Context: an optimization exercise on an open-source flow, tuned for small area and a short achievable clock period. The choices shown serve that exercise and are no tape-out recipe. Function was checked by simulation only, so behaviour that the tests miss may differ from the original. No activity file was given, so power comes from the tool's default toggle rates.

[flow/design.v]
module memory_sync #(
  parameter int WIDTH  = 8,
  parameter int DEPTH  = 256,
  parameter int ADDR_W = 8
) (
  input  logic              clk,
  input  logic              rst,
  input  logic [WIDTH-1:0]  in,
  input  logic [ADDR_W-1:0] address,
  input  logic              write,
  input  logic              read,
  output logic [WIDTH-1:0]  out,
  output logic              valid,
  output logic              busy
  ,
  input  logic              inject_err,
  output logic              parity_err
);
  localparam int MW = WIDTH + 1;
  localparam int LO_W  = ADDR_W / 2;
  localparam int HI_W  = ADDR_W - LO_W;
  localparam int NROWS = 1 << ADDR_W;      
  localparam int NRDY  = 8;                
  logic [ADDR_W-1:0]    cnt;
  logic                 sweep_end;         
  logic [NRDY-1:0]      ready_q;           
  logic [NRDY-1:0]      ready_d;
  logic [MW-1:0]        wr_word;
  logic [MW-1:0]        dcol;              
  logic [(1<<LO_W)-1:0] lo;
  logic [(1<<HI_W)-1:0] hi;
  logic [NROWS-1:0]     ns;                
  logic [NROWS-1:0]     we;                
  logic [NROWS-1:0]     nwe;               
  logic [MW-1:0]        mem_q [NROWS];
  logic [MW-1:0]        mem_d [NROWS];
  logic [MW-1:0]        rd_t [2];          
  logic                 rd_ok;             
  logic                 ns1;               
  logic                 s2;                
  logic                 hold;              
  logic [MW-1:0]        cur;               
  logic [MW-1:0]        nx;                
  logic [MW-1:0]        rd_d;              
  assign wr_word = {inject_err, in};
  assign dcol = busy ? '0 : wr_word;
  always_comb begin
    for (int k = 0; k < (1 << LO_W); k++) lo[k] = (address[LO_W-1:0] == LO_W'(k));
    for (int k = 0; k < (1 << HI_W); k++) hi[k] = (address[ADDR_W-1:LO_W] == HI_W'(k));
  end
  for (genvar i = 0; i < NROWS; i++) begin : g_row
    ms_nand2 u_sel (.a(hi[i >> LO_W]), .b(lo[i % (1 << LO_W)]), .y(ns[i]));
    if (i < DEPTH) begin : g_st
      ms_o21ai u_we  (.a1(ns[i]), .a2(!write), .b1(ready_q[i / (NROWS / NRDY)]), .y(we[i]));
      ms_o21a  u_nwe (.a1(ns[i]), .a2(!write), .b1(ready_q[i / (NROWS / NRDY)]), .x(nwe[i]));
      for (genvar b = 0; b < MW; b++) begin : g_bit
        ms_a22o u_d (.a1(mem_q[i][b]), .a2(nwe[i]), .b1(dcol[b]), .b2(we[i]), .x(mem_d[i][b]));
      end
      always_ff @(posedge clk) mem_q[i] <= mem_d[i];
    end else begin : g_none
      assign we[i]    = 1'b0;
      assign nwe[i]   = 1'b1;
      assign mem_q[i] = '1;                
      assign mem_d[i] = '1;
    end
  end
  if (NROWS == 256) begin : g_tree
    for (genvar b = 0; b < MW; b++) begin : g_rd
      logic [127:0] t1;
      logic [63:0]  t2;
      logic [15:0]  t3;
      logic [7:0]   t4;
      logic [1:0]   t5;
      for (genvar p = 0; p < 128; p++) begin : g_l1
        ms_o22ai u (.a1(ns[2*p]), .a2(mem_q[2*p][b]), .b1(ns[2*p+1]), .b2(mem_q[2*p+1][b]),
                    .y(t1[p]));
      end
      for (genvar p = 0; p < 64; p++) begin : g_l2
        ms_nor2 u (.a(t1[2*p]), .b(t1[2*p+1]), .y(t2[p]));
      end
      for (genvar p = 0; p < 16; p++) begin : g_l3
        ms_nand4 u (.a(t2[4*p]), .b(t2[4*p+1]), .c(t2[4*p+2]), .d(t2[4*p+3]), .y(t3[p]));
      end
      for (genvar p = 0; p < 8; p++) begin : g_l4
        ms_nor2 u (.a(t3[2*p]), .b(t3[2*p+1]), .y(t4[p]));
      end
      for (genvar p = 0; p < 2; p++) begin : g_l5
        ms_nand4 u (.a(t4[4*p]), .b(t4[4*p+1]), .c(t4[4*p+2]), .d(t4[4*p+3]), .y(t5[p]));
      end
      assign rd_t[0][b] = t5[0];
      assign rd_t[1][b] = t5[1];
    end
  end else begin : g_flat
    always_comb begin
      rd_t[0] = '1;
      rd_t[1] = '0;
      for (int i = 0; i < DEPTH; i++) if (!ns[i]) rd_t[0] = ~mem_q[i];
    end
  end
  assign rd_ok = !rst && !busy && read;
  assign ns1   = !(rd_ok && !write);
  assign s2    = rd_ok && write;
  assign hold  = !rst && (busy || !read);
  assign cur   = {1'b0, out};           
  assign nx    = ~((wr_word & {MW{s2}}) | (cur & {MW{hold}}));
  for (genvar b = 0; b < MW; b++) begin : g_out
    ms_o31ai u (.a1(rd_t[0][b]), .a2(rd_t[1][b]), .a3(ns1), .b1(nx[b]), .y(rd_d[b]));
  end
  always_ff @(posedge clk) begin
    out <= rd_d[WIDTH-1:0];
    parity_err <= rd_d[MW-1];
    valid <= rd_ok;
  end
  assign sweep_end = busy && (cnt == ADDR_W'(DEPTH - 1));
  for (genvar k = 0; k < NRDY; k++) begin : g_rdy
    ms_ready u (.rst(rst), .q(ready_q[k]), .sweep_end(sweep_end), .d(ready_d[k]));
  end
  always_ff @(posedge clk) ready_q <= ready_d;
  always_ff @(posedge clk) begin
    if (rst) begin
      cnt  <= '0;
      busy <= 1'b1;
    end else if (busy) begin
      cnt <= cnt + ADDR_W'(1);
      if (sweep_end) busy <= 1'b0;
    end
  end
endmodule
module ms_nand2 (input logic a, b, output logic y);
  assign y = !(a && b);
endmodule
module ms_o21ai (input logic a1, a2, b1, output logic y);
  assign y = !((a1 || a2) && b1);
endmodule
module ms_a22o (input logic a1, a2, b1, b2, output logic x);
  assign x = (a1 && a2) || (b1 && b2);
endmodule
module ms_o22ai (input logic a1, a2, b1, b2, output logic y);
  assign y = !((a1 || a2) && (b1 || b2));
endmodule
module ms_nor2 (input logic a, b, output logic y);
  assign y = !(a || b);
endmodule
module ms_nand4 (input logic a, b, c, d, output logic y);
  assign y = !(a && b && c && d);
endmodule
module ms_o21a (input logic a1, a2, b1, output logic x);
  assign x = (a1 || a2) && b1;
endmodule
module ms_o31ai (input logic a1, a2, a3, b1, output logic y);
  assign y = !((a1 || a2 || a3) && b1);
endmodule
module ms_ready (input logic rst, q, sweep_end, output logic d);
  assign d = !rst && (q || sweep_end);
endmodule
[flow/run.sh]
#!/bin/bash
# synth_recipe.tcl (not shown) runs the flow's synth.tcl, then flattens the netlist and writes it again
# the make line also repeats each setting of config.mk as NAME=value (left out here)
make -C /OpenROAD-flow-scripts/flow DESIGN_CONFIG=/design/flow/config.mk WORK_HOME=/design/flow/orfs CLKGATE_MAP_FILE= SYNTH_SCRIPT=/design/flow/synth_recipe.tcl finish
[flow/config.mk]
export PLATFORM = sky130hd
export DESIGN_NAME = memory_sync
export DESIGN_NICKNAME = memory_sync
export VERILOG_FILES = /design/flow/design.v
export SDC_FILE = /design/flow/constraint.sdc
export NUM_CORES = 4
export LEC_CHECK = 0
export CAP_MARGIN = 20
export CORE_MARGIN = 2
export CORE_UTILIZATION = 40
export CTS_CLUSTER_DIAMETER = 70
export CTS_CLUSTER_SIZE = 30
export PLACE_DENSITY = 0.7
export SETUP_SLACK_MARGIN = 2.6
export SLEW_MARGIN = 20
export SYNTH_HIERARCHICAL = 1
export SYNTH_MINIMUM_KEEP_SIZE = 0
[flow/constraint.sdc]
create_clock -name core_clock -period 5.0 [get_ports {clk}]
set_input_delay 1.0000 -clock core_clock [delete_from_list [all_inputs] [get_ports {clk}]]
set_output_delay 1.0000 -clock core_clock [all_outputs]
set_load 0.01 [all_outputs]
==> summary.txt <==
## final timing paths
| path | from | cells after the start | slack, ps | end |
|---|---|---|---|---|
| setup / recovery | address[2] | 11 | 2310 | out[6] |
| hold / removal | ready_q[2] | 1 | 490 | ready_q[2] |
| setup reg to reg | busy | 5 | 2760 | mem_q[79][3] |
| hold reg to reg | ready_q[2] | 1 | 490 | ready_q[2] |
## power groups by stage
stage	Combinational, W	Sequential [W]	Clock, W
floorplan	0.000227	0.0190	0
global placement	0.000572	0.0190	0
detailed placement	0.000575	0.0190	0
CTS	0.000689	0.0186	0.0119
global route	0.000750	0.0186	0.0126
finish	0.000748	0.0186	0.0118
## repair_timing
item | in CTS | in global routing
cloned | 10 | 4
hold buffers | 0 | 0
endpoints found under the hold margin | 0 | 0
gates resized for setup | 623 | 141
setup buffers | 36 | 23
setup endpoints to repair | 2324 | 1230
pin swaps | 119 | 85
## per-module statistics from Yosys, one instance, submodules excluded
module | area, µm² | cells inside | flip-flops and latches
memory_sync | 47300 | 2452 | 2331
ms_o21a | 7.51 | 1 | 0
ms_ready | 10.0 | 1 | 0
ms_nand4 | 6.26 | 1 | 0
ms_o31ai | 12.5 | 1 | 0
ms_o21ai | 5.00 | 1 | 0
ms_a22o | 8.76 | 1 | 0
ms_nor2 | 3.75 | 1 | 0
ms_o22ai | 6.26 | 1 | 0
ms_nand2 | 3.75 | 1 | 0
## critical path: cells and delay by family
| kind | cells | cell delay [ps] |
|---|---|---|
| simple gates | 7 | 1590 |
| compound gates | 2 | 430 |
| buf+inv | 2 | 290 |
## cell usage in the layout, fill, tap and decap left out, types with 9 or more instances in the layout
cell type / n
sky130_fd_sc_hd__nand4_1: 165
sky130_fd_sc_hd__buf_12: 67
sky130_fd_sc_hd__nand2_1: 94
sky130_fd_sc_hd__o22ai_2: 27
sky130_fd_sc_hd__buf_6: 38
sky130_fd_sc_hd__nand2_4: 57
sky130_fd_sc_hd__o22ai_4: 10
sky130_fd_sc_hd__clkdlybuf4s50_1: 11
sky130_fd_sc_hd__o21ai_2: 91
sky130_fd_sc_hd__clkinv_8: 17
sky130_fd_sc_hd__nand3_1: 10
sky130_fd_sc_hd__a22o_1: 2304
sky130_fd_sc_hd__inv_12: 10
sky130_fd_sc_hd__dfxtp_1: 2314
sky130_fd_sc_hd__dfxtp_4: 9
sky130_fd_sc_hd__o21a_1: 252
sky130_fd_sc_hd__o22ai_1: 1115
sky130_fd_sc_hd__nor2_1: 563
sky130_fd_sc_hd__nand2_8: 25
sky130_fd_sc_hd__o31ai_2: 9
sky130_fd_sc_hd__nor2b_4: 9
sky130_fd_sc_hd__nor2_4: 44
sky130_fd_sc_hd__nor2_2: 66
sky130_fd_sc_hd__inv_6: 13
sky130_fd_sc_hd__inv_8: 20
sky130_fd_sc_hd__clkinvlp_4: 9
sky130_fd_sc_hd__o21ai_1: 165
sky130_fd_sc_hd__nand2_2: 98
sky130_fd_sc_hd__clkbuf_16: 122
sky130_fd_sc_hd__buf_4: 113
## state kept, by name (all words and copies together) (netlist names)
register and count:
busy 1, cnt 8, mem_q 2304, out 8
parity_err 1, ready_q 8, valid 1
## synth_stat cells (2+ instances only)
library cell,count
sky130_fd_sc_hd__nand3_1,10
sky130_fd_sc_hd__nand2_1,272
sky130_fd_sc_hd__xor2_1,3
sky130_fd_sc_hd__nand4_1,165
sky130_fd_sc_hd__nor3_1,12
sky130_fd_sc_hd__o31ai_2,9
sky130_fd_sc_hd__or3_1,3
sky130_fd_sc_hd__a21oi_1,3
sky130_fd_sc_hd__buf_2,3
sky130_fd_sc_hd__o22ai_1,1152
sky130_fd_sc_hd__a22o_1,2304
sky130_fd_sc_hd__nor4_1,2
sky130_fd_sc_hd__o21ai_0,4
sky130_fd_sc_hd__o21a_1,256
sky130_fd_sc_hd__o21ba_1,8
sky130_fd_sc_hd__nor2_1,673
sky130_fd_sc_hd__a21o_1,8
sky130_fd_sc_hd__clkbuf_1,3
sky130_fd_sc_hd__nor2b_1,10
sky130_fd_sc_hd__nand2b_1,10
sky130_fd_sc_hd__dfxtp_1,2331
sky130_fd_sc_hd__o21ai_1,256
## kinds of logic (layout without fill, tap and decap cells)
group	after synthesis	after routing
AOI/OAI and AO/OA	4000	4000
xor gates and xnor gates	4	4
adders and majority gates	1	1
buffers and inverters	8	462
DFF	2331	2331
muxes	1	1
other	0	4
and+or+nand+nor	1158	1160
## cell type report
class / count / area, µm² / area share
flip-flops and latches: 2331 / 46700 / 0.489
multi-input cells: 5166 / 38300 / 0.400
well taps: 2688 / 3360 / 0.0352
repair buffers: 248 / 3040 / 0.0318
clock buffers: 124 / 3020 / 0.0316
clock inverters: 89 / 1150 / 0.0121
diodes: 4 / 10.0 / 0.000105
inverters: 1 / 7.51 / 0.0000786
## metrics by stage
stage / worst slack [ps] / std cells / hold slack, ps / cell area [µm²]
after CTS: 2480 / 10620 / 488 / 94700
after global routing: 2380 / 10649 / 501 / 95600
final: 2310 / 10651 / 488 / 95600
after detailed placement: 190 / 10361 / 455 / 88100
after floorplan: -2600 / 7503 / 456 / 82500
after global placement: 73.4 / 10359 / 446 / 88000
## routing by layer
| metal | global-route usage | routed length (µm) | up-vias |
|---|---|---|---|
| li1 | - | - | 31595 |
| met1 | 0.346 | 117000 | 34777 |
| met2 | 0.370 | 118000 | 3825 |
| met3 | 0.0523 | 28800 | 687 |
| met4 | 0.120 | 12500 | 2 |
| met5 | 0 | 10 | - |
==> impl_summary.log <==
[metrics] Clk pin slew, worst setup/hold paths: 100 ps
[metrics] logic gate share of total power: 0.024
[metrics] total power after layout: approximately 0.031 W
[metrics] clock network fraction of total power: 0.380
[metrics] fraction of the mapped netlist area in compound gates: 0.374
[metrics] Fin. Hold Viols: 0
[metrics] crit path max fanout: 17
[metrics] floorplan core area: 0.205 mm²
[metrics] net switching component of the power: 0.00744 W
[metrics] setup repair after global routing missed its margin: true
[metrics] final slew viol count: 0
[metrics] largest stage delay on the critical path: around 350 ps
[metrics] DRC errors left: 0
[metrics] share of synthesized area occupied by flip-flops and latches: 0.566
[metrics] Worst path slowest cell: sky130_fd_sc_hd__nand2_1
[metrics] gr usage total: 0.250
[metrics] number of synthesized flops with an enable pin: 0
[metrics] Synth Area per Inst: ~11 µm²
[metrics] horizontal die dimension: 458 µm
[metrics] Critical Path RT: 5720 ps
[metrics] Setup-failing EPs final: 0
[metrics] number of input and output port buffers inserted: 31
[metrics] Netlist Area Pre-Place: about 0.082 mm²
[metrics] largest area contributor in the synthesized netlist: sky130_fd_sc_hd__dfxtp_1
[metrics] CTS tree: built
[metrics] Hold/Removal Path Class: reg -> reg
[metrics] Fill cells: 18415
[metrics] mean number of vias per cell: between 6 and 7
[metrics] synthesized-area fraction occupied by adder cells: 0.000152
[metrics] Post-DRT Antenna Nets: 0
[metrics] share of layout cells above drive strength 1: 0.117
[metrics] Seq cells post-synth: approximately 2300
[metrics] share of synthesized area spent on multiplexers: 0.000121
[metrics] floorplan die area: 0.210 mm²
[metrics] number of global-route vias before repair: 67504
[metrics] transition time at the pin with the least slew margin: 1060 ps
[metrics] min cycle time layout: about 2700 ps
[metrics] Achievable Freq: 372 MHz
[metrics] clock insertion delay at the later pin of the skew report: about 810 ps
[metrics] Max-Slew Margin vs Limit: 0.294
[metrics] chip height: 458 µm
[metrics] Startpoint Class: input port
[metrics] final WL: approximately 280000 µm
[metrics] Static Leakage: 35.9 nW
[metrics] number of top-level pins: 32
[metrics] first-pass detailed-route iteration total: 8
[metrics] aggregate negative setup slack: 0 ps
[metrics] Main synth FF type: sky130_fd_sc_hd__dfxtp_1
[metrics] unique cell type count in the Yosys netlist: 28
[metrics] power share of the sequential group: 0.596
[metrics] main area contributors after synthesis: sky130_fd_sc_hd__dfxtp_1 57%, sky130_fd_sc_hd__a22o_1 24%, sky130_fd_sc_hd__o22ai_1 8.7%
[metrics] final net count: 7886
[metrics] final cell utilization of the core: 0.467
[metrics] number of nets in the synthesized netlist: 7525
[metrics] area share of the leading cell type in the synthesized netlist: 0.566
[metrics] critical path start-end classification: in -> reg
[metrics] cell breakdown of the critical path: buf_12 > nand2b_4 > nor3_2 > buf_12 > nand2_1 > o22ai_1 > nor2_1 > nand4_1 > nor2_4 > nand4_1 > o31ai_2
[metrics] WP data arrival: 3410 ps
[metrics] starting density of the core: 0.403
[metrics] combinational family with the most area after synthesis: compound AO/OA/AOI/OAI gates
[metrics] Final HPWL DP: 170000 µm
[metrics] maximum number of pins on one net before global-route repair: 151
[metrics] cell count after synthesis: 7503
[metrics] Row Count: 166
[metrics] synthesized-area fraction occupied by xor and xnor cells: 0.000425
[metrics] max-capacitance violation count: 0
[metrics] via count of the routed design: 70886
[metrics] switching share of power: 0.239
[metrics] Synth-to-Final Area Change: 15.8%
[metrics] cell internal pwr: 0.0237 W
[metrics] Starting DRT DRC Count: approximately 8900
[metrics] run status: no timing/DRC/antenna violations
[metrics] synth warn: 12
[metrics] maximum resistive drop on vdd: 306 µV
[metrics] H-tree depth: 3
[metrics] initial antenna violation count: 6
[metrics] maximum clock insertion buffer count: 3
[metrics] clock sink count: 2331
[metrics] final weighted congestion in routability-driven placement: 0.962
[metrics] share of async-settable or async-resettable flops after synthesis: 0
[metrics] worst clock skew: 35.9 ps
[metrics] first-pass GRT wire length: 418000 µm
[metrics] capturing element type of the critical path: register
[metrics] total global routing overflow: 0
[metrics] master cell of the clock root buffer: sky130_fd_sc_hd__clkbuf_16
[metrics] simple logic cell fraction of the synthesized area: 0.0589
[metrics] power density over the cells: 326 mW/mm²
[metrics] average wire per cell in the routed design: 26.0 µm
[metrics] post-route clock period utilization: 0.538
[metrics] total CTS buffers: 116

==> separate check: timing with driven ports <==
The flow's constraints put no driver on any port. The routed layout listed below was extracted and timed again, unchanged, in two steps.
Step 1 sets driving cells, clkbuf_16 on the clock port and buf_2 on the other inputs (assumed; they add their load-dependent delay and slew).
Step 2 also shifts input and output timing later by t, the mid clock arrival at the registers, as if the neighbouring blocks saw the same clock.
Slacks: ideal / step 1 / step 2; pairs: ideal / step 1.
t, ns: 0.896
slack for setup (ns): 2.311 / 2.298 / 1.402
clock arrival spread, ns: 0.048 / 0.048
slew at the worst register clock pin (ns): 0.12 / 0.12
cell pins on the clock port's net: 1
After both steps this run still meets setup and hold. For this run, drivers alone change the setup slack by -0.013 ns; drivers and shift together by -0.909 ns.
